This design comes from an exercise in tuning for a short achievable clock period and few clock cycles on the open sky130 flow, not from production work. Only simulation tests tie the RTL to the original design; equivalence was not proved.

== delta ==
// viper_cpu
module viper_cpu (
	input  logic  clock,
	input  logic  reset,
	input  viper_pkg::word_t datai,
	output viper_pkg::addr_t      addr,
	output logic       rd,
	output logic       wr,
	output viper_pkg::word_t      datao
);
clock: 6.5 ns
lec_check: 0
cap_margin: 20
core_margin: 2
core_utilization: 35
setup_slack_margin: 2.0
slew_margin: 20
synth_hierarchical: 1
run.sh (not shown) runs the stock make flow with config.mk's settings and CLKGATE_MAP_FILE= SYNTH_SCRIPT=/design/flow/synth_recipe.tcl, a recipe that flattens the netlist after the stock synthesis.
Testbench counts of delta, summed over its fixed seeds: cycles 42,756.
> inputs changed (delta -> beta)
--- a/flow/design.v
+++ b/flow/design.v
@@ -224,68 +224,53 @@
 	assign adv = !(iv && ea_stale);
 	logic [30:0] nw;
 	logic [1:0]  n_src, n_mode;
 	logic [2:0]  n_dest;
 	logic        n_cmp;
 	logic [3:0]  n_fn;
 	logic [19:0] n_tail, n_ea1, n_ea2, n_ea;
 	logic        n_store, n_push, n_arith, n_abs, n_add, n_sub, n_jf, n_rr_ok;
 	logic        n_tk1, n_tk0, n_stale;
 	logic [21:0] n_rel, rel_s, rel_p, rel_r, sub_s, sub_p;
-	logic use_bus;
-	assign use_bus = !iv || !q_memop;
-	assign nw = use_bus ? datai[30:0] : cw;
+	assign nw = (!iv || !q_memop) ? datai[30:0] : cw;
 	assign n_src = nw[30:29];
 	assign n_mode = nw[28:27];
 	assign n_dest = nw[26:24];
 	assign n_cmp = nw[23];
 	assign n_fn = nw[22:19];
 	assign n_tail = nw[19:0];
 	assign n_store = !n_cmp && (n_dest == 3'd7);
 	assign n_push = !n_cmp && (n_fn == 4'd1) && !n_store;
 	assign n_arith = !n_cmp && !n_store && (n_fn != 4'd1) && (n_fn < 4'd12);
 	assign n_abs = (n_fn == 4'd1) || (n_fn == 4'd2) || (n_fn == 4'd3);
 	assign n_add = (n_fn == 4'd4) || (n_fn == 4'd5) || (n_fn == 4'd8) || (n_fn == 4'd10);
 	assign n_sub = (n_fn == 4'd6) || (n_fn == 4'd7) || (n_fn == 4'd9) || (n_fn == 4'd11);
 	assign n_tk1 = n_push || (n_arith && ((n_dest == 3'd3) || (n_dest == 3'd4)));
 	assign n_tk0 = n_push || (n_arith && ((n_dest == 3'd3) || (n_dest == 3'd5)));
 	assign n_rr_ok = (n_src == 2'd2) && n_add && !(xact && (q_w2 || q_push));
 	assign n_jf = (n_mode == 2'd0) && (n_abs || n_rr_ok ||
 		((n_src == 2'd3) && (n_add || n_sub) && !(iv && fast)));
 	assign st8 = {st[19:3] + 17'd1, st[2:0]};
 	assign pc8 = sl ? st8 : padv[19:0];
 	logic [21:0] t_add, nsub_s, nsub_p;
-	logic [21:0] c_add, rel_s_c, rel_r_c, nsub_s_c, rel_s_d, rel_r_d, nsub_s_d;
-	assign t_add = {2'b00, datai[19:0]};
-	assign c_add = {2'b00, cw[19:0]};
-	ks_add0 #(.W(22)) u_rel_s (.a({2'b00, padv2}), .b(t_add), .s(rel_s_d));
+	assign t_add = {2'b00, n_tail};
+	ks_add0 #(.W(22)) u_rel_s (.a({2'b00, padv2}), .b(t_add), .s(rel_s));
 	ks_add0 #(.W(22)) u_rel_p (.a({2'b00, pc8}), .b(t_add), .s(rel_p));
-	ks_add0 #(.W(22)) u_rel_r (.a({2'b00, r2[19:0]}), .b(t_add), .s(rel_r_d));
-	ks_add0 #(.W(22)) u_sub_s (.a(~{2'b00, padv2}), .b(t_add), .s(nsub_s_d));
+	ks_add0 #(.W(22)) u_rel_r (.a({2'b00, r2[19:0]}), .b(t_add), .s(rel_r));
+	ks_add0 #(.W(22)) u_sub_s (.a(~{2'b00, padv2}), .b(t_add), .s(nsub_s));
 	ks_add0 #(.W(22)) u_sub_p (.a(~{2'b00, pc8}), .b(t_add), .s(nsub_p));
-	ks_add0 #(.W(22)) u_rel_s_c (.a({2'b00, padv2}), .b(c_add), .s(rel_s_c));
-	ks_add0 #(.W(22)) u_rel_r_c (.a({2'b00, r2[19:0]}), .b(c_add), .s(rel_r_c));
-	ks_add0 #(.W(22)) u_sub_s_c (.a(~{2'b00, padv2}), .b(c_add), .s(nsub_s_c));
-	assign rel_s = use_bus ? rel_s_d : rel_s_c;
-	assign rel_r = use_bus ? rel_r_d : rel_r_c;
-	assign nsub_s = use_bus ? nsub_s_d : nsub_s_c;
 	assign sub_s = ~nsub_s;
 	assign sub_p = ~nsub_p;
 	assign n_rel = (n_src != 2'd3) ? rel_r : !iv ? (n_sub ? sub_p : rel_p) :
 		(n_sub ? sub_s : rel_s);
-	logic [19:0] ea1_d, ea2_d, ea1_c, ea2_c;
-	ks_add0 #(.W(20)) u_ea1 (.a(datai[19:0]), .b(r1[19:0]), .s(ea1_d));
-	ks_add0 #(.W(20)) u_ea2 (.a(datai[19:0]), .b(r2[19:0]), .s(ea2_d));
-	ks_add0 #(.W(20)) u_ea1_c (.a(cw[19:0]), .b(r1[19:0]), .s(ea1_c));
-	ks_add0 #(.W(20)) u_ea2_c (.a(cw[19:0]), .b(r2[19:0]), .s(ea2_c));
-	assign n_ea1 = use_bus ? ea1_d : ea1_c;
-	assign n_ea2 = use_bus ? ea2_d : ea2_c;
+	ks_add0 #(.W(20)) u_ea1 (.a(n_tail), .b(r1[19:0]), .s(n_ea1));
+	ks_add0 #(.W(20)) u_ea2 (.a(n_tail), .b(r2[19:0]), .s(n_ea2));
 	assign n_ea = (n_mode == 2'd2) ? n_ea1 : (n_mode == 2'd3) ? n_ea2 : n_tail;
 	assign n_stale = xact && (((n_mode == 2'd2) && q_w1) ||
 		((n_mode == 2'd3) && (q_w2 || q_push)));
 	logic [IB-1:0] sidx, lidx;
 	logic [NE-1:0] loh, lhit;
 	logic [WW-1:0] lw;
 	logic [19:0]   ea_re;
 	assign sidx = cidx(ea);
 	assign pw_go = pw_v && !(xbus && q_store && (ea == pw_a));
 	assign lidx = !iv ? (sl ? cidx(st8) : l_pc) : fast ? cidx(jt8) : l_seq;
==> notes.md <==
Relative to delta, global-route usage has decreased by 1.0 points in beta. beta vs delta — number of cells after detailed placement dropped by a little under 10%. beta ends up with higher highest fanout seen on the critical path than delta does. beta against delta; count of clock-buffer cells in the layout is up by a little under 10%. The worst hold slack in beta was higher than what delta gave. Diff beta and delta: number of diodes lower in beta. Re tap cell count: beta and delta aren't equal, and the higher value belongs to delta.
Testbench counts of beta, summed over its fixed seeds: cycles 42,756.

static timing again, ports no longer ideal:
The results above use ideal ports. As a check the final layouts listed here were re-extracted and re-timed, cells and wires unchanged.
Step 1 sets driving cells, clkbuf_16 on the clock port and buf_2 on the other inputs (assumed; they add their load-dependent delay and slew).
Step 2 also shifts input and output timing later by t, the mid clock arrival at the registers, as if the neighbouring blocks saw the same clock.
Slacks: ideal ports / drivers / drivers and shift; pairs: ideal ports / drivers.
| run | t (ns) | setup WS [ns] | latest minus earliest clock arrival (ns) | worst data-port slew with drivers (ns) |
|---|---|---|---|---|
| delta | 0.948 | 1.922 / 1.876 / 1.067 | 0.103 / 0.103 | 0.08 |
| beta | 0.970 | 1.857 / 1.857 / 1.010 | 0.105 / 0.106 | 0.05 |
After both steps setup and hold are still met in every run listed. For delta, which loses most, drivers alone change the setup slack by -0.046 ns; drivers and shift together by -0.855 ns.
